Context: an optimization exercise on an open-source flow, tuned for small area, a short achievable clock period and few clock cycles. The choices shown serve that exercise and are no tape-out recipe.
In this exercise RTL edits were held to simulation tests only and were not proved equivalent to the original.
Power and IR drop assume default switching activity.

==> design/flow/flow/run.sh <==
#!/bin/bash
# The standard layout, with the smallest buffer on every input and output port.
set -euo pipefail
cd "$(dirname "$0")/.."
export BUFFER_PORTS_ARGS="-buffer_cell sky130_fd_sc_hd__buf_1"
bash standard.sh > standard.log 2>&1
==> design/flow/standard.sh <==
#!/bin/bash
# synth_recipe.tcl (not shown) runs the flow's synth.tcl, then flattens the netlist and writes it again
# the make line also repeats each setting of config.mk as NAME=value (left out here)
make -C /OpenROAD-flow-scripts/flow DESIGN_CONFIG=/design/flow/config.mk WORK_HOME=/design/flow/orfs CLKGATE_MAP_FILE= SYNTH_SCRIPT=/design/flow/synth_recipe.tcl "${@:-finish}"
==> design/flow/config.mk <==
export PLATFORM = sky130hd
export DESIGN_NAME = redmule_streamer
export DESIGN_NICKNAME = redmule_streamer
export VERILOG_FILES = /design/flow/design.v
export SDC_FILE = /design/flow/constraint.sdc
export NUM_CORES = 4
export LEC_CHECK = 0
export CAP_MARGIN = 20
export CORE_MARGIN = 2
export CORE_UTILIZATION = 40
export CTS_CLUSTER_DIAMETER = 100
export CTS_CLUSTER_SIZE = 30
export SETUP_SLACK_MARGIN = 2.9
export SLEW_MARGIN = 20
==> design/flow/constraint.sdc <==
create_clock -name core_clock -period 5.5 [get_ports {clk_i}]
set_input_delay 1.1000 -clock core_clock [delete_from_list [all_inputs] [get_ports {clk_i}]]
set_output_delay 1.1000 -clock core_clock [all_outputs]
set_load 0.01 [all_outputs]
==> design/flow/design.v <==
package streamer_pkg;
  typedef logic [32-1:0] data_t;
  typedef logic [32-1:0] addr_t;
  typedef logic [16-1:0]  len_t;
  typedef logic [$clog2(4)-1:0] ch_idx_t;
  localparam ch_idx_t CH_X = 2'd0;
  localparam ch_idx_t CH_W = 2'd1;
  localparam ch_idx_t CH_Y = 2'd2;
  localparam ch_idx_t CH_Z = 2'd3;
  typedef struct packed {
    addr_t base;
    addr_t stride;
    len_t  len;
  } ch_cfg_t;
  typedef struct packed {
    addr_t addr;
    logic  we;
    data_t wdata;
  } mem_req_t;
  typedef struct packed {
    logic  rvalid;
    data_t rdata;
  } mem_rsp_t;
  typedef struct packed {
    addr_t addr;
    data_t wdata;
  } store_item_t;
endpackage
`timescale 1ns/1ps
module stream_fifo #(
  parameter int unsigned WIDTH  = 1,
  parameter int unsigned DEPTH  = 4,
  localparam int unsigned CNT_W = $clog2(DEPTH + 1),
  localparam int unsigned PTR_W = (DEPTH > 1) ? $clog2(DEPTH) : 1
) (
  input  logic             clk_i,
  input  logic             rst_n_i,
  input  logic             push_i,
  input  logic [WIDTH-1:0] item_i,
  output logic             full_o,
  input  logic             pop_i,
  output logic [WIDTH-1:0] item_o,
  output logic             empty_o,
  output logic [CNT_W-1:0] free_o
);
  logic [WIDTH-1:0] mem_q [DEPTH];
  logic [PTR_W-1:0] wr_ptr_q;
  logic [PTR_W-1:0] rd_ptr_q;
  logic [CNT_W-1:0] count_q;
  logic             push_en;
  logic             pop_en;
  assign empty_o = (count_q == '0);
  assign full_o  = (count_q == CNT_W'(DEPTH));
  assign free_o  = CNT_W'(DEPTH) - count_q;
  assign item_o  = mem_q[rd_ptr_q];
  assign pop_en  = pop_i && !empty_o;
  assign push_en = push_i && (!full_o || pop_i);
  always_ff @(posedge clk_i) begin
    if (!rst_n_i) begin
      wr_ptr_q <= '0;
      rd_ptr_q <= '0;
      count_q  <= '0;
    end else begin
      if (push_en) begin
        wr_ptr_q <= (wr_ptr_q == PTR_W'(DEPTH - 1)) ? '0 : wr_ptr_q + 1'b1;
      end
      if (pop_en) begin
        rd_ptr_q <= (rd_ptr_q == PTR_W'(DEPTH - 1)) ? '0 : rd_ptr_q + 1'b1;
      end
      if (push_en && !pop_en) begin
        count_q <= count_q + 1'b1;
      end else if (pop_en && !push_en) begin
        count_q <= count_q - 1'b1;
      end
    end
  end
  always_ff @(posedge clk_i) begin
    if (push_en) begin
      mem_q[wr_ptr_q] <= item_i;
    end
  end
endmodule
`timescale 1ns/1ps
module load_source (
  input  logic                  clk_i,
  input  logic                  rst_n_i,
  input  logic                  start_i,
  input  streamer_pkg::ch_cfg_t cfg_i,
  output logic                  elig_o,
  output streamer_pkg::addr_t   addr_o,
  output streamer_pkg::addr_t   stride_o,
  input  logic                  fire_i,
  input  streamer_pkg::addr_t   addr_inc_i,
  input  streamer_pkg::data_t   rdata_i,
  output logic                  valid_o,
  input  logic                  ready_i,
  output streamer_pkg::data_t   data_o,
  output logic                  done_o
);
  logic                busy_q;
  logic                done_q;
  logic                arr_q;      
  logic                full_q;     
  logic                nz_q;       
  streamer_pkg::len_t  rleft_q;
  streamer_pkg::addr_t addr_q;
  streamer_pkg::addr_t stride_q;
  streamer_pkg::data_t data_q;
  logic                start_ok;
  logic                full_d;
  assign start_ok = start_i && !busy_q;
  assign full_d   = arr_q || (full_q && !ready_i);
  assign elig_o   = busy_q && nz_q && !full_d;
  assign addr_o   = addr_q;
  assign stride_o = stride_q;
  assign valid_o = full_q;
  assign data_o  = data_q;
  assign done_o  = done_q;
  always_ff @(posedge clk_i) begin
    if (!rst_n_i) begin
      busy_q <= 1'b0;
      done_q <= 1'b0;
      arr_q  <= 1'b0;
      full_q <= 1'b0;
    end else begin
      arr_q  <= fire_i;
      full_q <= full_d;
      done_q <= 1'b0;
      if (start_ok) begin
        busy_q <= (cfg_i.len != '0);
        done_q <= (cfg_i.len == '0);
      end else if (busy_q && !nz_q && !full_d) begin
        busy_q <= 1'b0;
        done_q <= 1'b1;
      end
    end
  end
  always_ff @(posedge clk_i) begin
    if (start_ok) begin
      rleft_q <= cfg_i.len;
      nz_q    <= (cfg_i.len != '0);
    end else if (fire_i) begin
      rleft_q <= rleft_q - 1'b1;
      nz_q    <= (rleft_q != streamer_pkg::len_t'(1));
    end
  end
  always_ff @(posedge clk_i) begin
    if (start_ok) begin
      addr_q   <= cfg_i.base;
      stride_q <= cfg_i.stride;
    end else if (arr_q) begin
      addr_q <= addr_inc_i;
    end
  end
  always_ff @(posedge clk_i) begin
    if (arr_q) begin
      data_q <= rdata_i;
    end
  end
endmodule
`timescale 1ns/1ps
module store_sink (
  input  logic                  clk_i,
  input  logic                  rst_n_i,
  input  logic                  start_i,
  input  streamer_pkg::ch_cfg_t cfg_i,
  input  logic                  valid_i,
  output logic                  ready_o,
  input  streamer_pkg::data_t   data_i,
  output logic                  elig_o,
  output streamer_pkg::addr_t   addr_o,
  output streamer_pkg::addr_t   stride_o,
  output streamer_pkg::data_t   wdata_o,
  input  logic                  fire_i,
  input  streamer_pkg::addr_t   addr_inc_i,
  output logic                  done_o
);
  logic                busy_q;
  logic                done_q;
  logic                rdy_q;
  logic                full_q;     
  logic                fired_q;    
  logic                one_q;      
  streamer_pkg::len_t  wleft_q;
  streamer_pkg::addr_t addr_q;
  streamer_pkg::addr_t stride_q;
  streamer_pkg::data_t data_q;
  logic                start_ok;
  logic                push;
  logic                last;
  logic                busy_d;
  logic                full_d;
  assign start_ok = start_i && !busy_q;
  assign push     = valid_i && rdy_q;
  assign last     = fire_i && one_q;
  assign full_d   = push || (full_q && !fire_i);
  assign busy_d   = busy_q ? !last : (start_ok && (cfg_i.len != '0));
  assign elig_o   = busy_q && (push || full_q);
  assign addr_o   = fired_q ? addr_inc_i : addr_q;
  assign stride_o = stride_q;
  assign ready_o = rdy_q;
  assign wdata_o = data_q;
  assign done_o  = done_q;
  always_ff @(posedge clk_i) begin
    if (!rst_n_i) begin
      busy_q  <= 1'b0;
      done_q  <= 1'b0;
      rdy_q   <= 1'b0;
      full_q  <= 1'b0;
      fired_q <= 1'b0;
    end else begin
      busy_q  <= busy_d;
      rdy_q   <= busy_d && !full_d;
      full_q  <= full_d;
      fired_q <= fire_i;
      done_q  <= busy_q ? last : (start_ok && (cfg_i.len == '0));
    end
  end
  always_ff @(posedge clk_i) begin
    if (start_ok) begin
      wleft_q <= cfg_i.len;
      one_q   <= (cfg_i.len == streamer_pkg::len_t'(1));
    end else if (fire_i) begin
      wleft_q <= wleft_q - 1'b1;
      one_q   <= (wleft_q == streamer_pkg::len_t'(2));
    end
  end
  always_ff @(posedge clk_i) begin
    if (start_ok) begin
      addr_q   <= cfg_i.base;
      stride_q <= cfg_i.stride;
    end else if (fired_q) begin
      addr_q <= addr_inc_i;
    end
  end
  always_ff @(posedge clk_i) begin
    if (push) begin
      data_q <= data_i;
    end
  end
endmodule
`timescale 1ns/1ps
module tcdm_arbiter (
  input  logic                                         clk_i,
  input  logic                                         rst_n_i,
  input  logic [4-1:0]                    elig_i,
  input  logic [4*32-1:0]   addr_i,
  input  logic [4*32-1:0]   stride_i,
  input  logic                                         mem_gnt_i,
  output logic                                         req_o,
  output streamer_pkg::addr_t                          addr_o,
  output logic [4-1:0]                    sel_o,
  output logic [4-1:0]                    fire_o,
  output streamer_pkg::addr_t                          addr_inc_o
);
  localparam int unsigned N_CH = 4;
  localparam int unsigned AW   = 32;
  logic                req_q;
  logic [N_CH-1:0]     sel_q;
  streamer_pkg::addr_t addr_q;
  streamer_pkg::addr_t inc_q;
  logic [N_CH-1:0]     cand;
  logic [N_CH-1:0]     pick;
  logic [N_CH-1:0]     sel_nx;
  logic                hold;
  streamer_pkg::addr_t addr_d;
  streamer_pkg::addr_t stride;
  streamer_pkg::addr_t inc_d;
  assign cand = elig_i & ~(req_q ? sel_q : '0);
  always_comb begin
    logic [2*N_CH-1:0] dbl;
    logic              found;
    pick  = '0;
    found = 1'b0;
    dbl   = {cand, cand};
    for (int unsigned p = 0; p < N_CH; p++) begin
      if (sel_q[p]) begin
        for (int unsigned off = 1; off <= N_CH; off++) begin
          if (!found && dbl[p + off]) begin
            found = 1'b1;
            pick[(p + off) % N_CH] = 1'b1;
          end
        end
      end
    end
  end
  assign hold   = req_q && !mem_gnt_i;
  assign sel_nx = hold ? sel_q : pick;
  assign req_o  = req_q;
  assign addr_o = addr_q;
  assign sel_o  = sel_q;
  assign fire_o = (req_q && mem_gnt_i) ? sel_q : '0;
  always_comb begin
    addr_d = '0;
    stride = '0;
    for (int unsigned c = 0; c < N_CH; c++) begin
      addr_d = addr_d | ({AW{sel_nx[c]}} & addr_i[c*AW +: AW]);
      stride = stride | ({AW{sel_q[c]}} & stride_i[c*AW +: AW]);
    end
  end
  always_ff @(posedge clk_i) begin
    if (!rst_n_i) begin
      req_q <= 1'b0;
      sel_q <= N_CH'(1);
    end else if (!hold) begin
      req_q <= (cand != '0);
      if (cand != '0) begin
        sel_q <= pick;
      end
    end
  end
  always_comb begin
    logic [AW-1:0] g;
    logic [AW-1:0] p;
    logic [AW-1:0] gn;
    logic [AW-1:0] pn;
    g = addr_q & stride;
    p = addr_q ^ stride;
    for (int unsigned lvl = 0; lvl < $clog2(AW); lvl++) begin
      gn = g;
      pn = p;
      for (int unsigned i = 0; i < AW; i++) begin
        if (i[lvl]) begin
          gn[i] = g[i] | (p[i] & g[((i >> lvl) << lvl) - 1]);
          pn[i] = p[i] & p[((i >> lvl) << lvl) - 1];
        end
      end
      g = gn;
      p = pn;
    end
    inc_d = (addr_q ^ stride) ^ {g[AW-2:0], 1'b0};
  end
  always_ff @(posedge clk_i) begin
    addr_q <= addr_d;
    inc_q  <= inc_d;
  end
  assign addr_inc_o = inc_q;
endmodule
`timescale 1ns/1ps
module redmule_streamer (
  input  logic                   clk_i,
  input  logic                   rst_n_i,
  input  logic                   x_start_i,
  input  streamer_pkg::ch_cfg_t  x_cfg_i,
  output logic                   x_valid_o,
  input  logic                   x_ready_i,
  output streamer_pkg::data_t    x_data_o,
  output logic                   x_done_o,
  input  logic                   w_start_i,
  input  streamer_pkg::ch_cfg_t  w_cfg_i,
  output logic                   w_valid_o,
  input  logic                   w_ready_i,
  output streamer_pkg::data_t    w_data_o,
  output logic                   w_done_o,
  input  logic                   y_start_i,
  input  streamer_pkg::ch_cfg_t  y_cfg_i,
  output logic                   y_valid_o,
  input  logic                   y_ready_i,
  output streamer_pkg::data_t    y_data_o,
  output logic                   y_done_o,
  input  logic                   z_start_i,
  input  streamer_pkg::ch_cfg_t  z_cfg_i,
  input  logic                   z_valid_i,
  output logic                   z_ready_o,
  input  streamer_pkg::data_t    z_data_i,
  output logic                   z_done_o,
  output logic                   mem_req_o,
  output streamer_pkg::mem_req_t mem_req_data_o,
  input  logic                   mem_gnt_i,
  input  streamer_pkg::mem_rsp_t mem_rsp_i
);
  logic [4-1:0] elig;
  logic [4-1:0] sel;
  logic [4-1:0] fire;
  streamer_pkg::addr_t       x_addr, x_stride;
  streamer_pkg::addr_t       w_addr, w_stride;
  streamer_pkg::addr_t       y_addr, y_stride;
  streamer_pkg::addr_t       z_addr, z_stride;
  streamer_pkg::addr_t       addr_inc;
  streamer_pkg::data_t       z_wdata;
  load_source i_x_source (
    .clk_i       (clk_i),     .rst_n_i    (rst_n_i),
    .start_i     (x_start_i), .cfg_i      (x_cfg_i),
    .elig_o      (elig[0]),
    .addr_o      (x_addr),    .stride_o   (x_stride),
    .fire_i      (fire[0]),   .addr_inc_i (addr_inc),
    .rdata_i     (mem_rsp_i.rdata),
    .valid_o     (x_valid_o), .ready_i    (x_ready_i),
    .data_o      (x_data_o),  .done_o     (x_done_o)
  );
  load_source i_w_source (
    .clk_i       (clk_i),     .rst_n_i    (rst_n_i),
    .start_i     (w_start_i), .cfg_i      (w_cfg_i),
    .elig_o      (elig[1]),
    .addr_o      (w_addr),    .stride_o   (w_stride),
    .fire_i      (fire[1]),   .addr_inc_i (addr_inc),
    .rdata_i     (mem_rsp_i.rdata),
    .valid_o     (w_valid_o), .ready_i    (w_ready_i),
    .data_o      (w_data_o),  .done_o     (w_done_o)
  );
  load_source i_y_source (
    .clk_i       (clk_i),     .rst_n_i    (rst_n_i),
    .start_i     (y_start_i), .cfg_i      (y_cfg_i),
    .elig_o      (elig[2]),
    .addr_o      (y_addr),    .stride_o   (y_stride),
    .fire_i      (fire[2]),   .addr_inc_i (addr_inc),
    .rdata_i     (mem_rsp_i.rdata),
    .valid_o     (y_valid_o), .ready_i    (y_ready_i),
    .data_o      (y_data_o),  .done_o     (y_done_o)
  );
  store_sink i_z_sink (
    .clk_i       (clk_i),     .rst_n_i    (rst_n_i),
    .start_i     (z_start_i), .cfg_i      (z_cfg_i),
    .valid_i     (z_valid_i), .ready_o    (z_ready_o),
    .data_i      (z_data_i),
    .elig_o      (elig[3]),
    .addr_o      (z_addr),    .stride_o   (z_stride),
    .wdata_o     (z_wdata),
    .fire_i      (fire[3]),   .addr_inc_i (addr_inc),
    .done_o      (z_done_o)
  );
  tcdm_arbiter i_arbiter (
    .clk_i       (clk_i),
    .rst_n_i     (rst_n_i),
    .elig_i      (elig),
    .addr_i      ({z_addr, y_addr, w_addr, x_addr}),
    .stride_i    ({z_stride, y_stride, w_stride, x_stride}),
    .mem_gnt_i   (mem_gnt_i),
    .req_o       (mem_req_o),
    .addr_o      (mem_req_data_o.addr),
    .sel_o       (sel),
    .fire_o      (fire),
    .addr_inc_o  (addr_inc)
  );
  assign mem_req_data_o.we    = sel[3];
  assign mem_req_data_o.wdata = z_wdata;
endmodule
==> results of run 1 <==
-- per-stage QoR --
stage          std cells  hold WS (ps)  area (µm²)
2_1_floorplan       1719           452       22700
3_3_place_gp        2978           462       25600
3_5_place_dp        2979           471       25600
4_1_cts             3059           492       27100
5_1_grt             3087           515       27600
6_report            3088           491       27600
-- what timing repair did --
| item | CTS | global route |
|---|---|---|
| gates resized for setup | 65 | 76 |
| buffers inserted | 34 | 11 |
| gates cloned | 1 | 0 |
| pin swaps | 25 | 40 |
| endpoints found under the setup margin | 113 | 58 |
-- cell families (layout without fill, tap and decap cells) --
| kind of cell | after synthesis | after routing | synth area share |
|---|---|---|---|
| adders and majority gates | 43 | 43 | 0.0255 |
| buffers and inverters | 144 | 738 | 0.0254 |
| AOI/OAI and AO/OA | 367 | 367 | 0.107 |
| and+or+nand+nor | 428 | 429 | 0.0881 |
| xor gates and xnor gates | 71 | 71 | 0.0275 |
| muxes | 128 | 128 | 0.0638 |
| other | 0 | 18 | 0 |
| DFF | 538 | 538 | 0.662 |
-- path summary, 6_finish.rpt --
check	endpoint	depth (start not counted)	slack (ps)
hold / removal	i_arbiter.addr_q[31]$_DFF_P_	2	490
setup / recovery	i_arbiter.inc_q[8]$_DFF_P_	11	2640
setup reg to reg	i_arbiter.inc_q[8]$_DFF_P_	11	2640
hold reg to reg	i_arbiter.addr_q[31]$_DFF_P_	2	490
-- flip-flops by register name, summed over array words and instances, names as in the netlist, 4 cells and up --
name	cells
i_x_source.addr_q	32
i_w_source.stride_q	32
i_x_source.rleft_q	16
i_y_source.addr_q	32
i_w_source.data_q	32
i_z_sink.addr_q	32
i_arbiter.inc_q	32
i_z_sink.data_q	32
i_w_source.rleft_q	16
i_arbiter.addr_q	32
i_y_source.stride_q	32
i_arbiter.sel_q	4
i_x_source.stride_q	32
i_y_source.rleft_q	16
i_y_source.data_q	32
i_x_source.data_q	32
i_w_source.addr_q	32
i_z_sink.stride_q	32
i_z_sink.wleft_q	16
-- worst max-delay path: stages, from the launching register on --
cell     delay (ps)
dfxtp_4         410
buf_4           190
a22oi_2         230
nand2_4         130
fa_2            390
a21oi_4         180
nor2_4           70
or3_4           340
a21o_1          210
a21oi_2         140
fa_2            450
inv_1            60
-- Yosys cell counts, drive strengths merged (3+ instances only) --
cell / instances / area (µm²)
edfxtp: 420 / 12600
nor2: 155 / 582
o21ai: 137 / 689
nand2: 133 / 499
mux2: 128 / 1440
dfxtp: 118 / 2360
a22oi: 64 / 480
inv: 62 / 233
clkbuf: 55 / 216
xnor2: 50 / 438
o211ai: 41 / 308
ha: 38 / 475
nor3: 33 / 170
o2111ai: 33 / 289
nor4: 31 / 236
a21oi: 29 / 145
buf: 26 / 121
xor2: 21 / 184
nand3: 12 / 60.1
a21o: 10 / 75.1
nand2b: 10 / 62.6
a211oi: 8 / 70.1
or4: 8 / 63.8
a31oi: 7 / 43.8
and3: 7 / 43.8
nor2b: 7 / 43.8
a21boi: 6 / 48.8
nand4: 6 / 37.5
or3: 6 / 42.5
and2: 5 / 31.3
fa: 5 / 100
o31ai: 5 / 42.5
a221oi: 4 / 41.3
a41oi: 4 / 35.0
nand4b: 4 / 35.0
nor3b: 4 / 30.0
nor4b: 3 / 26.3
o21a: 3 / 22.5
-- metal layers --
metal	vias to the layer above	wire (µm)	global-route usage
li1	7616	-	-
met1	8179	29500	0.307
met2	671	36800	0.415
met3	112	5100	0.0473
met4	8	2220	0.0797
met5	-	56	0
-- cell type report --
cell class | instances | area share
tap | 756 | 0.0342
multi-input combinational | 1038 | 0.281
sequential | 538 | 0.543
antenna | 18 | 0.00163
timing repair buffer | 630 | 0.101
inverter | 63 | 0.00901
clock buffer | 34 | 0.0243
clock inverter | 11 | 0.00593
-- report_power, final --
group | total, µW | internal [µW] | switching, µW
Clock | 2340 | 970 | 1370
Sequential | 5400 | 5010 | 387
Combinational | 2080 | 929 | 1150
-- placed cells by master (no fill, tap or decap), drive strengths merged, types with 6 or more instances in the layout --
master	n
a211oi	8
a21boi	6
a21o	10
a21oi	29
a22oi	64
a31oi	7
and3	7
buf	629
clkbuf	35
dfxtp	118
diode	18
edfxtp	420
ha	38
inv	70
mux2	128
nand2	133
nand2b	10
nand3	12
nand4	6
nor2	156
nor2b	7
nor3	33
nor4	31
o2111ai	33
o211ai	41
o21ai	137
or3	6
or4	8
xnor2	50
xor2	21
==> run_results.csv, run 1 <==
group,metric,value,unit
setup_path,critPathMaxFanout,5,
timing,fmax,0.350,GHz
global_route,grt_max_degree,75,
timing,setup_tns,0,ps
synth,synth-seq-cells,538,
floorplanning,fp.coreArea,56200,µm²
synth,netlist_area,22600,µm²
run,drv_cap,0,
drt,drc,0,
power_and_ir_drop,power,9810,µW
timing,final_max_slew_viol_count,0,
setup_path,crit_type,"flip-flop to flip-flop",
synth,postSynthAreaPerCell,13.2,µm²
drt,drt_iter0_markers,1135,
power_and_ir_drop,irDropWorstVdd,0.289,mV
final_layout,regArea,15000,µm²
final_layout,fin_util,0.492,
synth,synth_seq_area_share,0.662,
timing,skew,23.4,ps
global_route,grt_pass1_vias,16537,
drt,vias,16586,
place,port_buffers,564,
drt,ant_nets,0,
timing,relSlewSlack,0.256,
synth,syn_nets,2158,
timing,timing.final.crit_share,0.519,
clock_tree,cts_inserted_buffers,25,
floorplanning,fp.dieW,242,µm
synth,synth_cell_type_count,68,
clock_tree,cts.htree.levels,1,
setup_path,cp_data_required_time,6050,ps
clock_tree,cts.root.buffer_cell,"clkbuf_16",
timing,setup_viol,0,
clock_tree,cts_hold_buf,0,
clock_tree,cts.clk_slew.worst_paths,120,ps
power_and_ir_drop,powerDensity,355,nW/µm²
worst_hold_path,min_path_type,"flip-flop to flip-flop",
final_layout,multi_input_area,7760,µm²
power_and_ir_drop,p_leak,0.00918,µW
global_route,overflow,0,
worst_hold_path,worstHoldStart,"i_y_source.addr_q[31]$_DFFE_PP_",
synth,synth_edf_count,420,
global_route,antenna_found_initial,23,
drt,routed_wl,73700,µm
timing,min_period,2860,ps
clock_tree,clk_path_buf_depth,3,
floorplanning,die-area,58400,µm²
drt,routed_via_density,5.37,
run_status,status,"finished clean",
global_route,grt_use_total,0.242,
synth,synthCells,1719,
final_layout,fill_cells,5044,
drt,wl_per_cell,23.9,µm
clock_tree,clock_latency,600,ps
setup_path,r2r_start,"i_arbiter.sel_q[2]$_SDFFE_PN0P_",
clock_tree,cts_tree,"done",
synth,yosys_warnings,3,
timing,hold_violations,0,
place,finalWeightedCongestion,0.872,
global_route,grt_pass1_wl,106000,µm
floorplanning,die_y,242,µm
setup_path,critical_path_arrival,3410,ps
final_layout,area_growth,22.2,%
timing,rsz0062_at_grt,"true",
setup_path,end_kind,"flip-flop",
floorplanning,ios,566,
floorplanning,rows,87,
place,dp_hpwl,50900,µm
clock_tree,numClockSinks,538,
synth,synth_ff_type,"edfxtp_1",
setup_path,cp-start-kind,"flip-flop",
final_layout,nets,2735,
synth,async_flop_share,0,
final_layout,drive_gt1_frac,0.156,
drt,dr.pass1.iters,5,
timing,worst_slack,2640,ps
place,dp_worst_setup_slack,1650,ps
timing,tightest_slew,1110,ps
setup_path,worstSetupStartpoint,"i_arbiter.sel_q[2]$_SDFFE_PN0P_",
floorplanning,initial_core_util,0.402,
Testbench counts, summed over its fixed seeds: cycles 11,327.
==> inputs of run 2 (changes only) <==
--- a/design/flow/config.mk
+++ b/design/flow/config.mk
@@ -8,7 +8,5 @@
 export CAP_MARGIN = 20
 export CORE_MARGIN = 2
 export CORE_UTILIZATION = 40
-export CTS_CLUSTER_DIAMETER = 100
-export CTS_CLUSTER_SIZE = 30
 export SETUP_SLACK_MARGIN = 2.9
 export SLEW_MARGIN = 20
==> run_results.csv, run 2 <==
group,metric,value,unit
place,dp_hpwl,50900,µm
setup_path,worstSetupStartpoint,"i_arbiter.sel_q[2]$_SDFFE_PN0P_",
timing,tightest_slew,1110,ps
setup_path,endpoint,"i_arbiter.inc_q[8]$_DFF_P_",
timing,relSlewSlack,0.260,
synth,synth_xor_xnor_area_share,0.0275,
setup_path,r2r_cells,11,
floorplanning,ios,566,
drt,ant_nets,0,
timing,skew,20.2,ps
power_and_ir_drop,powerDensity,391,nW/µm²
drt,vias,16978,
timing,setup_tns,0,ps
synth,synth_seq_area_share,0.662,
setup_path,r2r_setup_slack,2660,ps
synth,synth_adder_area_share,0.0255,
floorplanning,fp.coreArea,56200,µm²
synth,synth.most_common_cell,"edfxtp_1",
clock_tree,clock_latency,610,ps
synth,synth_cell_type_count,68,
worst_hold_path,min_path_type,"flip-flop to flip-flop",
synth,muxShareOfSynthArea,0.0638,
drt,routed_wl,75200,µm
final_layout,fill_cells,4934,
setup_path,end_kind,"flip-flop",
drt,wl_per_cell,23.8,µm
power_and_ir_drop,seqPwrFrac,0.479,
setup_path,reg2reg_to,"i_arbiter.inc_q[8]$_DFF_P_",
drt,routed_via_density,5.37,
synth,yosysTopAreaCell,"edfxtp_1",
power_and_ir_drop,irDropWorstVdd,0.292,mV
floorplanning,rows,87,
synth,syn_nets,2158,
synth,synth_top_family_by_area,"compound AO/OA/AOI/OAI gates",
final_layout,finalNonFillerCells,3161,
floorplanning,fp.dieW,242,µm
synth,synthTopCellsByArea,"edfxtp_1, dfxtp_1, mux2_2",
synth,synth_compound_area_frac,0.107,
floorplanning,die_y,242,µm
power_and_ir_drop,comb_power_share,0.190,
synth,synth_top_area_frac,0.558,
synth,synthCells,1719,
timing,fmax,0.352,GHz
run_status,status,"finished clean",
synth,netlist_area,22600,µm²
final_layout,area_growth,27.8,%
place,finalWeightedCongestion,0.872,
synth,synth_ff_type,"edfxtp_1",
drt,drc,0,
timing,timing.final.crit_share,0.517,
global_route,grt_use_total,0.247,
synth,yosys_warnings,3,
global_route,overflow,0,
synth,synth-seq-cells,538,
clock_tree,clk_path_buf_depth,3,
global_route,grt_max_degree,75,
final_layout,drive_gt1_frac,0.183,
final_layout,fin_util,0.514,
clock_tree,cts.root.buffer_cell,"clkbuf_16",
synth,synthTopCellsByCount,"edfxtp_1, nor2_1, nand2_1",
clock_tree,cts_tree,"done",
floorplanning,initial_core_util,0.402,
setup_path,cp_data_required_time,6040,ps
timing,setup_viol,0,
place,dp_cells,2979,
power_and_ir_drop,p_sw_frac,0.280,
timing,min_period,2840,ps
timing,rsz0062_at_grt,"true",
global_route,antenna_found_initial,23,
global_route,grt_pass1_vias,16896,
clock_tree,cts.clk_slew.worst_paths,60,ps
synth,synth_edf_count,420,
place,port_buffers,564,
final_layout,final_cell_mix,"buf_1, edfxtp_1, nor2_1",
power_and_ir_drop,cellInternalPower,8130,µW
power_and_ir_drop,p_leak,0.00975,µW
power_and_ir_drop,p_switching,3170,µW
drt,drt_iter0_markers,1133,
global_route,grt_pass1_wl,107000,µm
power_and_ir_drop,clkPwrFrac,0.331,
clock_tree,cts_inserted_buffers,56,
synth,postSynthAreaPerCell,13.2,µm²
final_layout,final_common_cell,"buf_1",
setup_path,crit_type,"flip-flop to flip-flop",
setup_path,cp-start-kind,"flip-flop",
timing,final_max_slew_viol_count,0,
floorplanning,die-area,58400,µm²
timing,hold_violations,0,
setup_path,critPathMaxFanout,4,
clock_tree,cts.htree.levels,2,
synth,async_flop_share,0,
run,drv_cap,0,
setup_path,r2r_start,"i_arbiter.sel_q[2]$_SDFFE_PN0P_",
synth,synthSimpleGateAreaFrac,0.0881,
final_layout,nets,2780,
drt,dr.pass1.iters,5,
setup_path,critical_path_arrival,3380,ps
clock_tree,numClockSinks,538,
-- run 2: cell counts after synthesis --
Identical to the previous run, type by type.
-- run 2: power by group through the flow --
stage / combinational [µW] / clock [µW] / sequential, µW
after floorplan: 1150 / 0 / 5340
after global placement: 1700 / 0 / 5470
after detailed placement: 1750 / 0 / 5480
after CTS: 2000 / 3800 / 5390
after global routing: 2340 / 3960 / 5470
final: 2140 / 3740 / 5410
-- run 2: critical path, stage by stage (launching register included) --
cell     delay [ps]
dfxtp_4         390
a22oi_2         250
nand2_4         130
ha_4            180
fa_2            360
a21oi_4         200
nor2_4           80
or3_4           340
a21o_1          200
a21oi_2         170
fa_1            440
inv_1            60
-- run 2: how the worst min path moves through the flow --
stage | start | endpoint | slack, ps | depth (start not counted)
floorplan | i_y_source.addr_q[31]$_DFFE_PP_ | i_arbiter.addr_q[31]$_DFF_P_ | 450 | 2
global placement | i_y_source.addr_q[17]$_DFFE_PP_ | i_arbiter.addr_q[17]$_DFF_P_ | 460 | 2
detailed placement | i_y_source.addr_q[3]$_DFFE_PP_ | i_arbiter.addr_q[3]$_DFF_P_ | 470 | 2
CTS | i_y_source.addr_q[22]$_DFFE_PP_ | i_arbiter.addr_q[22]$_DFF_P_ | 470 | 2
global route | i_y_source.addr_q[31]$_DFFE_PP_ | i_arbiter.addr_q[31]$_DFF_P_ | 510 | 2
finish | i_y_source.addr_q[22]$_DFFE_PP_ | i_arbiter.addr_q[22]$_DFF_P_ | 470 | 2
-- run 2: timing repair --
item                                    in CTS  in global routing
gates cloned                                 1                  2
hold buffers                                 0                  0
pin swaps                                   37                 43
resized for setup                           92                 72
endpoints found under the setup margin     109                 61
setup buffers                               43                 14
-- run 2: metal layers --
layer / GRT usage / up-vias / share of wire
met5: 0 / - / 0.00076
met1: 0.309 / 8347 / 0.39
met2: 0.413 / 749 / 0.50
met4: 0.105 / 8 / 0.037
met3: 0.0529 / 148 / 0.072
li1: - / 7726 / -
-- run 2: area by class of cell --
type | instances | area (µm²) | share of cell area
clock buffer | 64 | 1490 | 0.0517
inverter | 63 | 253 | 0.00875
timing repair buffer | 644 | 2970 | 0.103
sequential | 538 | 15000 | 0.519
tap | 756 | 946 | 0.0327
antenna | 18 | 45.0 | 0.00156
clock inverter | 40 | 319 | 0.0110
multi-input combinational | 1038 | 7860 | 0.272
-- run 2: logic make-up after synthesis --
logic type,Yosys count
DFF,538
and+or+nand+nor,428
AOI/OAI and AO/OA,367
buffers and inverters,144
muxes,128
xor gates and xnor gates,71
adders and majority gates,43
-- run 2: metrics by stage --
step | hold slack (ps) | worst slack, ps | total power (µW) | cell area [µm²]
after floorplan | 452 | 2800 | 6500 | 22700
after global placement | 462 | 1710 | 7170 | 25600
after detailed placement | 471 | 1650 | 7230 | 25600
after CTS | 469 | 2670 | 11200 | 28300
after global routing | 508 | 2570 | 11800 | 28900
final | 475 | 2660 | 11300 | 28900
==> inputs of run 3 (changes only) <==
--- a/design/flow/design.v
+++ b/design/flow/design.v
@@ -258,13 +258,14 @@
   logic                req_q;
   logic [N_CH-1:0]     sel_q;
   streamer_pkg::addr_t addr_q;
+  streamer_pkg::addr_t stride_q;
   streamer_pkg::addr_t inc_q;
   logic [N_CH-1:0]     cand;
   logic [N_CH-1:0]     pick;
   logic [N_CH-1:0]     sel_nx;
   logic                hold;
   streamer_pkg::addr_t addr_d;
-  streamer_pkg::addr_t stride;
+  streamer_pkg::addr_t stride_d;
   streamer_pkg::addr_t inc_d;
   assign cand = elig_i & ~(req_q ? sel_q : '0);
   always_comb begin
@@ -291,11 +292,11 @@
   assign sel_o  = sel_q;
   assign fire_o = (req_q && mem_gnt_i) ? sel_q : '0;
   always_comb begin
-    addr_d = '0;
-    stride = '0;
+    addr_d   = '0;
+    stride_d = '0;
     for (int unsigned c = 0; c < N_CH; c++) begin
-      addr_d = addr_d | ({AW{sel_nx[c]}} & addr_i[c*AW +: AW]);
-      stride = stride | ({AW{sel_q[c]}} & stride_i[c*AW +: AW]);
+      addr_d   = addr_d   | ({AW{sel_nx[c]}} & addr_i[c*AW +: AW]);
+      stride_d = stride_d | ({AW{sel_nx[c]}} & stride_i[c*AW +: AW]);
     end
   end
   always_ff @(posedge clk_i) begin
@@ -314,8 +315,8 @@
     logic [AW-1:0] p;
     logic [AW-1:0] gn;
     logic [AW-1:0] pn;
-    g = addr_q & stride;
-    p = addr_q ^ stride;
+    g = addr_q & stride_q;
+    p = addr_q ^ stride_q;
     for (int unsigned lvl = 0; lvl < $clog2(AW); lvl++) begin
       gn = g;
       pn = p;
@@ -328,11 +329,12 @@
       g = gn;
       p = pn;
     end
-    inc_d = (addr_q ^ stride) ^ {g[AW-2:0], 1'b0};
+    inc_d = (addr_q ^ stride_q) ^ {g[AW-2:0], 1'b0};
   end
   always_ff @(posedge clk_i) begin
-    addr_q <= addr_d;
-    inc_q  <= inc_d;
+    addr_q   <= addr_d;
+    stride_q <= stride_d;
+    inc_q    <= inc_d;
   end
   assign addr_inc_o = inc_q;
 endmodule
--- a/design/flow/config.mk
+++ b/design/flow/config.mk
@@ -8,5 +8,7 @@
 export CAP_MARGIN = 20
 export CORE_MARGIN = 2
 export CORE_UTILIZATION = 40
-export SETUP_SLACK_MARGIN = 2.9
+export CTS_CLUSTER_DIAMETER = 100
+export CTS_CLUSTER_SIZE = 20
+export SETUP_SLACK_MARGIN = 3.0
 export SLEW_MARGIN = 20
==> run_results.csv, run 3 <==
group,metric,value,unit
final_layout,final_cell_mix,"buf_1, edfxtp_1, nand2_1",
synth,synthTopCellsByCount,"edfxtp_1, nand2_1, dfxtp_1",
drt,wl_per_cell,23.7,µm
setup_path,end_kind,"flip-flop",
floorplanning,die_y,241,µm
global_route,grt_max_degree,64,
drt,met1_length,28100,µm
setup_path,critical_path_arrival,3050,ps
worst_hold_path,hold_path_depth,2,
final_layout,drive_gt1_frac,0.120,
synth,async_flop_share,0,
final_layout,fin_util,0.495,
global_route,grt_pass1_wl,97900,µm
drt,drt_iter0_markers,1154,
floorplanning,initial_core_util,0.407,
clock_tree,cts.root.buffer_cell,"clkbuf_16",
synth,synth_ff_type,"edfxtp_1",
clock_tree,cts_inserted_buffers,35,
timing,relSlewSlack,0.377,
floorplanning,ios,566,
place,dp_hpwl,47400,µm
timing,min_period,2620,ps
power_and_ir_drop,p_leak,0.00942,µW
final_layout,nets,2602,
worst_hold_path,hold_end,"i_arbiter.stride_q[26]$_DFF_P_",
timing,tightest_slew,934,ps
worst_hold_path,min_path_type,"flip-flop to flip-flop",
floorplanning,fp.dieW,241,µm
drt,dr.pass1.iters,8,
synth,synth-seq-cells,570,
place,placed_area,25400,µm²
floorplanning,die-area,58200,µm²
drt,dr_wl_met2,35000,µm
worst_hold_path,worstHoldStart,"i_y_source.stride_q[26]$_DFFE_PP_",
setup_path,critPathMaxFanout,7,
run_status,status,"finished clean",
drt,ant_nets,0,
final_layout,final_area,27500,µm²
synth,synth_edf_count,420,
synth,netlist_area,22500,µm²
setup_path,crit_type,"primary input to flip-flop",
place,finalWeightedCongestion,0.851,
synth,synth_seq_area_share,0.693,
setup_path,cp_data_required_time,5930,ps
synth,synth.most_common_cell,"edfxtp_1",
clock_tree,numClockSinks,570,
clock_tree,cts_tree,"done",
power_and_ir_drop,irDropWorstVdd,0.324,mV
timing,setup_tns,0,ps
drt,drc,0,
global_route,antenna_found_initial,11,
timing,fmax,0.381,GHz
timing,final_max_slew_viol_count,0,
drt,dr.max_layer_used,"met5",
final_layout,final_common_cell,"buf_1",
run,drv_cap,0,
timing,skew,25.4,ps
timing,worst_slack,2880,ps
drt,routed_via_density,5.24,
clock_tree,cts.htree.levels,2,
setup_path,r2r_cells,13,
floorplanning,fp.coreArea,55400,µm²
setup_path,cp_cell_sequence,"buf_6 -> nand2b_4 -> nand4_1 -> a31oi_2 -> o21a_1 -> nor3_4 -> a21o_4 -> buf_12 -> a222oi_1 -> nand2_1",
drt,routed_wl,69700,µm
clock_tree,clk_path_buf_depth,3,
clock_tree,clock_latency,560,ps
synth,synthTopCellsByArea,"edfxtp_1, dfxtp_1, mux2_2",
setup_path,cp-start-kind,"primary input",
timing,timing.final.crit_share,0.477,
global_route,grt_use_total,0.230,
setup_path,cp_slowest_cell,"a222oi_1",
synth,yosysTopAreaCell,"edfxtp_1",
timing,fin_hold_ws,431,ps
drt,vias,15436,
final_layout,area_growth,21.8,%
clock_tree,cts.clk_slew.worst_paths,80,ps
floorplanning,rows,86,
synth,syn_nets,2016,
timing,setup_viol,0,
timing,rsz0062_at_grt,"true",
synth,yosys_warnings,3,
synth,postSynthAreaPerCell,14.3,µm²
power_and_ir_drop,powerDensity,382,nW/µm²
setup_path,r2r_setup_slack,2910,ps
synth,synthCells,1577,
global_route,overflow,0,
synth,synth_cell_type_count,61,
place,port_buffers,564,
place,dp_worst_setup_slack,1530,ps
timing,hold_violations,0,
drt,route.met3.wl,4920,µm
synth,synth_top_area_frac,0.560,
setup_path,reg2reg_to,"i_arbiter.inc_q[17]$_DFF_P_",
global_route,grt_pass1_vias,15310,
setup_path,max_stage_delay,440,ps
setup_path,r2r_start,"i_arbiter.stride_q[0]$_DFF_P_",
run 3: cell count changes after synthesis, moves of 32 or more:
cell       change
a221o_1       +32
a222oi_1      +32
nand2_1       +38
mux2_2        -32
o2111ai_1     -33
o2bb2ai_1     +32
nor2_1        -87
mux2i_1       +34
inv_1         -34
a22oi_1       -64
o21ai_0       -57
o211ai_1      -40
dfxtp_1       +32
run 3: how the worst max path moves through the flow:
| stage | slack (ps) | end | from | depth (start not counted) |
|---|---|---|---|---|
| after floorplan | 2600 | i_arbiter.addr_q[10]$_DFF_P_ | z_valid_i | 9 |
| after global placement | 1590 | i_arbiter.addr_q[17]$_DFF_P_ | z_valid_i | 10 |
| after detailed placement | 1530 | i_arbiter.addr_q[7]$_DFF_P_ | z_valid_i | 10 |
| after CTS | 2900 | i_arbiter.stride_q[13]$_DFF_P_ | x_ready_i | 10 |
| after global routing | 2770 | i_arbiter.stride_q[13]$_DFF_P_ | x_ready_i | 10 |
| final | 2880 | i_arbiter.stride_q[13]$_DFF_P_ | x_ready_i | 10 |
run 3: stage by stage:
| stage | std cells | power [µW] |
|---|---|---|
| finish | 2944 | 10500 |
| global placement | 2836 | 7570 |
| detailed placement | 2836 | 7630 |
| floorplan | 1577 | 6910 |
| CTS | 2924 | 10500 |
| global route | 2942 | 11000 |
run 3: timing repair:
action / CTS / global route
endpoints found under the setup margin: 177 / 129
setup buffers: 16 / 10
endpoints found under the hold margin: 0 / 0
cloned: 9 / 3
pin swaps: 24 / 48
hold buffers: 0 / 0
resized for setup: 76 / 36
run 3: critical path: cells and delay by family:
family                 cells  cell delay (ps)
buffers and inverters      2              240
AND/OR/NAND/NOR            4              500
AO/OA/AOI/OAI              4             1200
run 3: final cells by class:
type                       count  area [µm²]
tap                          748         936
antenna                        7        17.5
clock buffer                  58        1000
multi-input combinational    913        6820
timing repair buffer         615        2850
sequential                   570       15600
fill                        4920       28000
clock inverter                 5        65.1
inverter                      28         118
run 3: report_power, final:
group          switching (µW)  total [µW]  internal, µW
Clock                    1400        2720          1320
Sequential                418        5750          5330
Combinational            1090        2020           931
run 3: kinds of logic after synthesis:
kind of cell | synth area share
AOI/OAI and AO/OA | 0.0924
xor gates and xnor gates | 0.0288
adders and majority gates | 0.0255
buffers and inverters | 0.0212
DFF | 0.693
muxes | 0.0631
and+or+nand+nor | 0.0760
run 3: routing by layer:
metal,GRT usage,vias to the layer above
met5,0,-
met4,0.0707,6
met3,0.0480,90
met2,0.400,563
met1,0.288,7621
li1,-,7156
Testbench counts of run 3, summed over its fixed seeds: cycles 11,327.
==> inputs of run 4 (changes only) <==
--- a/design/flow/config.mk
+++ b/design/flow/config.mk
@@ -7,8 +7,9 @@
 export LEC_CHECK = 0
 export CAP_MARGIN = 20
 export CORE_MARGIN = 2
-export CORE_UTILIZATION = 40
+export CORE_UTILIZATION = 60
 export CTS_CLUSTER_DIAMETER = 100
 export CTS_CLUSTER_SIZE = 20
+export PLACE_DENSITY = 0.72
 export SETUP_SLACK_MARGIN = 3.0
 export SLEW_MARGIN = 20
==> run_results.csv, run 4 <==
group,metric,value,unit
run_status,status,"finished clean",
setup_path,cp-start-kind,"primary input",
clock_tree,cts_inserted_buffers,34,
floorplanning,initial_core_util,0.613,
global_route,grt_pass1_vias,15301,
synth,synth.most_common_cell,"edfxtp_1",
drt,drc,0,
worst_hold_path,min_path_type,"flip-flop to flip-flop",
setup_path,r2r_setup_slack,2990,ps
final_layout,finalNonFillerCells,2660,
synth,synthCells,1577,
global_route,grt_use_total,0.317,
setup_path,reg2reg_to,"i_arbiter.inc_q[16]$_DFF_P_",
setup_path,critical_path_arrival,2980,ps
clock_tree,clock_latency,550,ps
power_and_ir_drop,irDropWorstVdd,0.359,mV
timing,relSlewSlack,0.244,
synth,synth_ff_type,"edfxtp_1",
final_layout,final_cell_mix,"buf_1, edfxtp_1, nand2_1",
synth,synth_edf_count,420,
final_layout,final_common_cell,"buf_1",
clock_tree,cts_tree,"done",
synth,synth-seq-cells,570,
timing,timing.final.crit_share,0.466,
place,port_buffers,564,
setup_path,end_kind,"flip-flop",
floorplanning,fp.coreArea,36800,µm²
final_layout,final_area,26800,µm²
floorplanning,die-area,39100,µm²
setup_path,crit_type,"primary input to flip-flop",
drt,dr.max_layer_used,"met5",
timing,rsz0062_at_grt,"true",
synth,async_flop_share,0,
floorplanning,rows,70,
drt,drt_iter0_markers,1131,
final_layout,fill_cells,2541,
setup_path,r2r_cells,13,
final_layout,regArea,15600,µm²
synth,synth_cell_type_count,61,
drt,vias,15708,
timing,min_period,2560,ps
drt,routed_via_density,5.91,
power_and_ir_drop,powerDensity,385,nW/µm²
clock_tree,cts.htree.levels,2,
power_and_ir_drop,p_leak,0.00928,µW
timing,setup_viol,0,
synth,netlist_area,22500,µm²
place,dp_worst_setup_slack,1700,ps
synth,synthTopCellsByCount,"edfxtp_1, nand2_1, dfxtp_1",
setup_path,cp_data_required_time,5920,ps
synth,synthTopCellsByArea,"edfxtp_1, dfxtp_1, mux2_2",
floorplanning,die_y,198,µm
synth,synth_top_area_frac,0.560,
setup_path,r2r_start,"i_arbiter.addr_q[0]$_DFF_P_",
place,dp_hpwl,44000,µm
worst_hold_path,hold_path_depth,2,
global_route,overflow,0,
synth,syn_nets,2016,
timing,setup_tns,0,ps
global_route,grt_max_degree,78,
final_layout,area_growth,18.8,%
floorplanning,ios,566,
drt,route.met3.wl,5470,µm
run,drv_cap,0,
clock_tree,cts.clk_slew.worst_paths,80,ps
clock_tree,clk_path_buf_depth,3,
global_route,grt_pass1_wl,91000,µm
synth,yosysTopAreaCell,"edfxtp_1",
synth,postSynthAreaPerCell,14.3,µm²
clock_tree,numClockSinks,570,
synth,yosys_warnings,3,
drt,met1_length,23600,µm
timing,fmax,0.390,GHz
final_layout,nets,2589,
place,placed_area,25000,µm²
timing,tightest_slew,1130,ps
timing,hold_violations,0,
place,dp_cells,2552,
drt,dr.pass1.iters,9,
place,finalWeightedCongestion,0.865,
final_layout,multi_input_area,6700,µm²
setup_path,endpoint,"i_arbiter.stride_q[21]$_DFF_P_",
floorplanning,fp.dieW,198,µm
clock_tree,cts.root.buffer_cell,"clkbuf_16",
drt,wl_per_cell,24.3,µm
timing,worst_slack,2940,ps
setup_path,critPathMaxFanout,6,
drt,dr_wl_met2,32200,µm
timing,final_max_slew_viol_count,0,
drt,ant_nets,0,
global_route,antenna_found_initial,20,
synth,synth_seq_area_share,0.693,
final_layout,drive_gt1_frac,0.106,
setup_path,worstSetupStartpoint,"x_ready_i",
timing,skew,13.4,ps
drt,routed_wl,64600,µm
==> run 4: layout make-up <==
cell class              instances  area share
multi-input cells             911       0.250
flip-flops and latches        570       0.584
clock buffers                  60      0.0378
repair buffers                605      0.0997
clock inverters                 1    0.000421
diodes                         17     0.00159
inverters                      28     0.00449
well taps                     468      0.0219
==> run 4: metrics by stage <==
| step | hold slack, ps | utilization | total power, µW |
|---|---|---|---|
| 3_3_place_gp | 422 | 0.680 | 7490 |
| 4_1_cts | 439 | 0.716 | 10200 |
| 3_5_place_dp | 423 | 0.680 | 7570 |
| 2_1_floorplan | 408 | - | 6910 |
| 5_1_grt | 460 | 0.728 | 10700 |
| 6_report | 434 | 0.728 | 10300 |
==> run 4: what timing repair did <==
| action | CTS | global route |
|---|---|---|
| hold endpoints to repair | 0 | 0 |
| gates resized for setup | 42 | 34 |
| gates cloned | 4 | 8 |
| hold buffers | 0 | 0 |
| setup buffers | 8 | 10 |
| pin swaps | 15 | 45 |
| endpoints found under the setup margin | 154 | 99 |
==> run 4: report_power, final <==
| part | internal [µW] | total (µW) | switching (µW) | leakage [µW] |
|---|---|---|---|---|
| sequential | 5330 | 5750 | 426 | 0.00522 |
| clock | 1260 | 2620 | 1350 | 0.000489 |
| combinational | 895 | 1950 | 1050 | 0.00357 |
| total | 7490 | 10300 | 2830 | 0.00928 |
==> run 4: kinds of logic after synthesis <==
logic type / after synthesis / synth area share
xor gates and xnor gates: 74 / 0.0288
DFF: 570 / 0.693
muxes: 130 / 0.0631
buffers and inverters: 100 / 0.0212
AOI/OAI and AO/OA: 289 / 0.0924
adders and majority gates: 43 / 0.0255
and+or+nand+nor: 371 / 0.0760
==> run 4: how the worst min path moves through the flow <==
stage | start | end
after global placement | i_y_source.stride_q[19]$_DFFE_PP_ | i_arbiter.stride_q[19]$_DFF_P_
after floorplan | i_y_source.stride_q[10]$_DFFE_PP_ | i_arbiter.stride_q[10]$_DFF_P_
after global routing | i_y_source.stride_q[12]$_DFFE_PP_ | i_arbiter.stride_q[12]$_DFF_P_
after CTS | i_y_source.stride_q[6]$_DFFE_PP_ | i_arbiter.stride_q[6]$_DFF_P_
final | i_y_source.stride_q[22]$_DFFE_PP_ | i_arbiter.stride_q[22]$_DFF_P_
after detailed placement | i_y_source.stride_q[10]$_DFFE_PP_ | i_arbiter.stride_q[10]$_DFF_P_
==> run 4: worst max-delay path, stage by stage <==
cell and delay [ps]:
buf_6 70, nand2b_4 110, nand4_1 170, a31oi_2 270, o21a_1 200, nor3_4 60, a21o_4 240, buf_12 150
buf_12 130, a222oi_1 360, nand2_1 100
==> run 4: per-layer routing <==
layer,GRT usage,vias to the layer above
li1,-,7133
met1,0.391,7625
met2,0.535,801
met3,0.0617,145
met4,0.164,4
met5,0,-
==> inputs of run 5 (changes only) <==
--- a/design/flow/config.mk
+++ b/design/flow/config.mk
@@ -5,6 +5,7 @@
 export SDC_FILE = /design/flow/constraint.sdc
 export NUM_CORES = 4
 export LEC_CHECK = 0
+export ABC_AREA = 1
 export CAP_MARGIN = 20
 export CORE_MARGIN = 2
 export CORE_UTILIZATION = 60
==> run_results.csv, run 5 <==
group,metric,value,unit
clock_tree,cts_inserted_buffers,34,
synth,yosys_warnings,3,
drt,wl_per_cell,21.5,µm
timing,fmax,0.395,GHz
synth,synth_ff_type,"edfxtp_1",
synth,synth-seq-cells,570,
worst_hold_path,min_path_type,"flip-flop to flip-flop",
synth,synthCells,2465,
drt,routed_via_density,5.54,
place,finalWeightedCongestion,0.907,
clock_tree,cts.root.buffer_cell,"clkbuf_16",
final_layout,nets,3492,
synth,syn_nets,2904,
global_route,grt_pass1_wl,111000,µm
final_layout,drive_gt1_frac,0.0887,
synth,synth_cell_type_count,43,
timing,hold_violations,0,
final_layout,area_growth,19.4,%
final_layout,final_cell_mix,"nand2_1, buf_1, edfxtp_1",
clock_tree,cts.clk_slew.worst_paths,80,ps
global_route,overflow,0,
setup_path,cp_data_required_time,5960,ps
drt,drc,0,
synth,synth.most_common_cell,"nand2_1",
power_and_ir_drop,powerDensity,389,nW/µm²
run,drv_cap,0,
synth,netlist_area,24400,µm²
clock_tree,cts_tree,"done",
floorplanning,ios,566,
clock_tree,clock_latency,580,ps
timing,fin_hold_ws,514,ps
drt,dr.pass1.iters,5,
timing,setup_viol,0,
run_status,status,"finished clean",
drt,routed_wl,77900,µm
drt,ant_nets,0,
timing,skew,29.3,ps
timing,tightest_slew,1130,ps
timing,timing.final.crit_share,0.460,
global_route,antenna_found_initial,24,
setup_path,critPathMaxFanout,2,
timing,min_period,2530,ps
synth,yosysTopAreaCell,"edfxtp_1",
drt,vias,20093,
final_layout,final_common_cell,"nand2_1",
synth,synthTopCellsByCount,"nand2_1, edfxtp_1, nand3_1",
clock_tree,numClockSinks,570,
setup_path,critical_path_arrival,2990,ps
timing,final_max_slew_viol_count,0,
floorplanning,fp.dieW,206,µm
timing,setup_tns,0,ps
floorplanning,die_y,206,µm
synth,synth_edf_count,420,
drt,drt_iter0_markers,1737,
place,dp_hpwl,50000,µm
synth,synthTopCellsByArea,"edfxtp_1, nand2_1, dfxtp_1",
global_route,grt_max_degree,84,
setup_path,crit_type,"flip-flop to flip-flop",
floorplanning,die-area,42400,µm²
setup_path,cp-start-kind,"flip-flop",
synth,synth_seq_area_share,0.639,
clock_tree,cts.htree.levels,2,
clock_tree,clk_path_buf_depth,3,
floorplanning,rows,73,
global_route,grt_pass1_vias,19318,
floorplanning,fp.coreArea,40000,µm²
floorplanning,initial_core_util,0.611,
power_and_ir_drop,p_leak,0.0121,µW
global_route,grt_use_total,0.357,
synth,postSynthAreaPerCell,9.92,µm²
power_and_ir_drop,irDropWorstVdd,0.304,mV
timing,rsz0062_at_grt,"true",
timing,relSlewSlack,0.246,
place,port_buffers,564,
setup_path,end_kind,"flip-flop",
synth,async_flop_share,0,
synth,synth_top_area_frac,0.516,
run 5: cell count changes in the layout (fill, tap and decap cells not counted), sizes merged, moves of 34 or more:
| cell | delta |
|---|---|
| nor2 | +62 |
| nand3 | +230 |
| mux2i | -34 |
| inv | +226 |
| nand2 | +696 |
| mux2 | -64 |
| xnor2 | -41 |
run 5: routing by layer:
layer,vias up,GRT usage,part of all wire
met5,-,0,0.00031
met4,4,0.186,0.048
met3,202,0.0736,0.096
met2,1081,0.605,0.50
met1,9488,0.432,0.36
li1,9318,-,-
run 5: worst max-delay path: stages, from the launching register on:
cell and delay [ps]:
dfxtp_4 370, ha_4 150, inv_2 50, fa_2 190, inv_2 50, nand3_2 50
nand2_2 60, nand3_2 70, nand2_2 60, buf_4 150, buf_4 120, buf_4 120
buf_4 120, buf_4 120, buf_4 120, buf_4 120, buf_4 120, buf_4 120
buf_4 120, xor2_1 140
run 5: cell type report:
type                    instances  area (µm²)
diodes                         25        62.6
clock buffers                  59         966
clock inverters                 2        20.0
fillers                      3056       10800
inverters                     256         962
multi-input cells            1556        7950
flip-flops and latches        570       15600
well taps                     525         657
repair buffers                635        2940
run 5: cells by family after synthesis:
| logic type | count (synthesis) | share of synthesized area |
|---|---|---|
| simple gates | 1304 | 0.222 |
| flops | 570 | 0.639 |
| buf+inv | 346 | 0.0569 |
| compound gates | 128 | 0.0296 |
| fa+ha+maj | 43 | 0.0235 |
| xor+xnor | 42 | 0.0150 |
| mux | 32 | 0.0147 |
run 5: repair_timing:
item	in CTS	in global routing
setup endpoints to repair	115	141
buffers inserted	37	10
pin swaps	13	12
hold buffers	0	0
cloned	8	3
resized for setup	43	56
run 5: where the power goes:
part | leakage [µW] | switching, µW | internal [µW]
Combinational | 0.00638 | 1830 | 1100
Clock | 0.000470 | 1410 | 1210
Sequential | 0.00523 | 430 | 5360
Total | 0.0121 | 3680 | 7670
run 5: worst paths after layout:
check,cells after the start,slack (ps),endpoint,start
setup reg to reg,19,2970,i_arbiter.inc_q[6]$_DFF_P_,i_arbiter.stride_q[0]$_DFF_P_
hold / removal,1,510,i_arbiter.inc_q[0]$_DFF_P_,i_arbiter.stride_q[0]$_DFF_P_
setup / recovery,19,2970,i_arbiter.inc_q[6]$_DFF_P_,i_arbiter.stride_q[0]$_DFF_P_
hold reg to reg,1,510,i_arbiter.inc_q[0]$_DFF_P_,i_arbiter.stride_q[0]$_DFF_P_
run 5: metrics by stage:
stage	cell area [µm²]	util	std cells	worst slack, ps	total power, µW
finish	29200	0.730	3628	2970	11400
global route	29200	0.730	3624	2860	11900
CTS	28800	0.719	3590	2990	11200
detailed placement	27100	0.677	3484	1470	8310
global placement	27100	0.677	3484	1550	8200
floorplan	24500	-	2465	2950	7420
==> inputs of run 6 (changes only) <==
--- a/design/flow/config.mk
+++ b/design/flow/config.mk
@@ -5,10 +5,10 @@
 export SDC_FILE = /design/flow/constraint.sdc
 export NUM_CORES = 4
 export LEC_CHECK = 0
-export ABC_AREA = 1
 export CAP_MARGIN = 20
 export CORE_MARGIN = 2
 export CORE_UTILIZATION = 60
+export CTS_BUF_LIST = sky130_fd_sc_hd__clkbuf_8 sky130_fd_sc_hd__clkbuf_16
 export CTS_CLUSTER_DIAMETER = 100
 export CTS_CLUSTER_SIZE = 20
 export PLACE_DENSITY = 0.72
==> run_results.csv, run 6 <==
group,metric,value,unit
floorplanning,ios,566,
setup_path,max_stage_delay,390,ps
setup_path,cp_slowest_cell,"a222oi_1",
synth,yosys_warnings,3,
run_status,status,"finished clean",
power_and_ir_drop,power,10300,µW
place,port_buffers,564,
timing,tightest_slew,1100,ps
synth,synthCells,1577,
clock_tree,clock_latency,550,ps
final_layout,nets,2584,
drt,dr.pass1.iters,10,
clock_tree,cts.clk_slew.worst_paths,90,ps
drt,vias,15595,
timing,rsz0062_at_grt,"true",
global_route,grt_use_total,0.317,
synth,synth_cell_type_count,61,
timing,setup_tns,0,ps
timing,setup_viol,0,
synth,async_flop_share,0,
timing,timing.final.crit_share,0.465,
final_layout,final_common_cell,"buf_1",
timing,hold_violations,0,
worst_hold_path,worstHoldStart,"i_y_source.stride_q[17]$_DFFE_PP_",
floorplanning,die_y,198,µm
synth,synth-seq-cells,570,
setup_path,cp-start-kind,"primary input",
synth,synthTopCellsByArea,"edfxtp_1, dfxtp_1, mux2_2",
worst_hold_path,hold_path_depth,2,
setup_path,crit_buf_inv,3,
clock_tree,clk_path_buf_depth,3,
global_route,grt_pass1_vias,15283,
setup_path,r2r_start,"i_arbiter.addr_q[0]$_DFF_P_",
timing,skew,13.1,ps
power_and_ir_drop,irDropWorstVdd,0.361,mV
setup_path,critPathMaxFanout,6,
setup_path,cpMostUsedCell,"buf_12",
final_layout,finalNonFillerCells,2656,
synth,postSynthAreaPerCell,14.3,µm²
setup_path,critical_path_arrival,2980,ps
power_and_ir_drop,powerDensity,384,nW/µm²
floorplanning,rows,70,
setup_path,end_kind,"flip-flop",
floorplanning,die-area,39100,µm²
synth,synth_seq_area_share,0.693,
drt,ant_nets,0,
place,dp_cells,2552,
final_layout,area_growth,18.5,%
timing,relSlewSlack,0.264,
timing,min_period,2550,ps
drt,wl_per_cell,24.1,µm
worst_hold_path,min_path_type,"flip-flop to flip-flop",
drt,met1_length,24000,µm
place,dp_hpwl,44000,µm
setup_path,r2r_setup_slack,2990,ps
global_route,grt_max_degree,78,
synth,synth_edf_count,420,
final_layout,drive_gt1_frac,0.105,
synth,synth_ff_type,"edfxtp_1",
synth,syn_nets,2016,
floorplanning,fp.dieW,198,µm
synth,synth_top_area_frac,0.560,
run,drv_cap,0,
setup_path,r2r_cells,13,
setup_path,reg2reg_to,"i_arbiter.inc_q[17]$_DFF_P_",
floorplanning,fp.coreArea,36800,µm²
setup_path,cp_data_required_time,5920,ps
synth,netlist_area,22500,µm²
global_route,grt_pass1_wl,91000,µm
clock_tree,cts.htree.levels,2,
global_route,antenna_found_initial,20,
power_and_ir_drop,p_leak,0.00933,µW
clock_tree,cts_inserted_buffers,34,
worst_hold_path,hold_end,"i_arbiter.stride_q[17]$_DFF_P_",
clock_tree,cts_tree,"done",
drt,routed_wl,64100,µm
synth,synthTopCellsByCount,"edfxtp_1, nand2_1, dfxtp_1",
global_route,overflow,0,
drt,drc,0,
drt,dr_wl_met2,31800,µm
setup_path,cp_cell_sequence,"buf_6 -> nand2b_4 -> nand4_1 -> a31oi_2 -> o21a_1 -> nor3_4 -> a21o_4 -> buf_12 -> buf_12 -> a222oi_1 -> nand2_1",
drt,drt_iter0_markers,1207,
timing,fmax,0.391,GHz
final_layout,fin_util,0.726,
synth,yosysTopAreaCell,"edfxtp_1",
final_layout,final_cell_mix,"buf_1, edfxtp_1, nand2_1",
synth,synth.most_common_cell,"edfxtp_1",
setup_path,crit_family,"compound AO/OA/AOI/OAI gates",
drt,dr.max_layer_used,"met5",
timing,final_max_slew_viol_count,0,
drt,routed_via_density,5.87,
clock_tree,numClockSinks,570,
clock_tree,cts.root.buffer_cell,"clkbuf_16",
place,finalWeightedCongestion,0.865,
drt,route.met3.wl,5060,µm
setup_path,crit_type,"primary input to flip-flop",
floorplanning,initial_core_util,0.613,
-- run 6: worst max-delay path by stage --
stage	from	end	slack, ps	cells after the start
2_1_floorplan	z_valid_i	i_arbiter.addr_q[10]$_DFF_P_	2600	9
3_5_place_dp	z_valid_i	i_arbiter.stride_q[8]$_DFF_P_	1700	10
5_1_grt	i_arbiter.addr_q[0]$_DFF_P_	i_arbiter.inc_q[16]$_DFF_P_	2880	13
6_report	x_ready_i	i_arbiter.stride_q[21]$_DFF_P_	2950	11
3_3_place_gp	z_valid_i	i_arbiter.stride_q[29]$_DFF_P_	1760	10
4_1_cts	i_arbiter.addr_q[0]$_DFF_P_	i_arbiter.inc_q[16]$_DFF_P_	2980	13
-- run 6: cell families (layout without fill, tap and decap cells) --
kind of cell,Yosys count,in the layout,synth area share
flops,570,570,0.693
simple gates,371,374,0.0760
compound gates,289,290,0.0924
mux,130,130,0.0631
buf+inv,100,689,0.0212
xor+xnor,74,74,0.0288
fa+ha+maj,43,43,0.0255
other cells,0,18,0
-- run 6: cell type report --
cell class              instances  area (µm²)
clock buffers                  37         926
fillers                      2557       10100
diodes                         18        45.0
repair buffers                600        2590
multi-input cells             911        6710
inverters                      28         120
well taps                     468         586
clock inverters                24        97.6
flip-flops and latches        570       15600
-- run 6: power by group --
| group | switching [µW] | internal (µW) | total (µW) | leakage, µW |
|---|---|---|---|---|
| Clock | 1360 | 1220 | 2580 | 0.000585 |
| Sequential | 426 | 5330 | 5750 | 0.00522 |
| Combinational | 1050 | 887 | 1930 | 0.00353 |
-- run 6: repair_timing --
item / 4_1_cts / 5_1_grt
pin swaps: 15 / 43
setup buffers: 8 / 8
gates cloned: 4 / 5
endpoints found under the hold margin: 0 / 0
hold buffers: 0 / 0
gates resized for setup: 42 / 35
setup endpoints to repair: 154 / 99
-- run 6: worst reg2reg max path, stage by stage (launching register included) --
cell and delay (ps):
dfxtp_2 360, ha_4 140, inv_2 30, fa_2 330, nand2b_4 160, a21oi_4 170, o41ai_2 100, a21o_1 190
nor2_2 130, o21ai_2 70, nand2b_1 130, a21oi_2 90, fa_1 380, xnor2_1 130
-- run 6: through the flow --
step           area (µm²)  hold WS (ps)  setup WS [ps]
3_5_place_dp        25000           423           1700
4_1_cts             26300           440           2980
6_report            26700           435           2950
5_1_grt             26700           459           2880
2_1_floorplan       22600           408           2600
3_3_place_gp        25000           422           1760
-- run 6: per-layer routing --
layer | vias up | track usage
met5 | - | 0
met4 | 4 | 0.165
met3 | 152 | 0.0627
met2 | 745 | 0.535
met1 | 7566 | 0.390
li1 | 7128 | -

port drivers added, routing unchanged:
The results above use ideal ports. As a check the final layouts listed here were re-extracted and re-timed, cells and wires unchanged. Step 1 (the two cells are an assumption about what drives the block):
set clk [get_ports {clk_i}]
set_driving_cell -lib_cell sky130_fd_sc_hd__clkbuf_16 $clk
set_driving_cell -lib_cell sky130_fd_sc_hd__buf_2 [delete_from_list [all_inputs] $clk]
Step 2 also shifts input and output timing later by t, the mid clock arrival at the registers, as if the neighbouring blocks saw the same clock. Slacks: ideal / step 1 / step 2; pairs: ideal / step 1.
run | shift t [ns] | setup WS [ns] | worst setup path at the end
run 1 | 0.647 | 2.643 / 2.643 / 2.382 | input to register
run 2 | 0.661 | 2.659 / 2.659 / 2.395 | input to register
run 3 | 0.601 | 2.877 / 2.890 / 2.289 | input to register
run 4 | 0.593 | 2.937 / 2.955 / 2.362 | input to register
run 5 | 0.619 | 2.968 / 2.968 / 2.365 | input to register
run 6 | 0.593 | 2.945 / 2.962 / 2.369 | input to register
After both steps setup and hold are still met in every run listed. The setup slack of run 5, which loses most, moves by 0.000 ns with the drivers and by -0.603 ns with both steps.
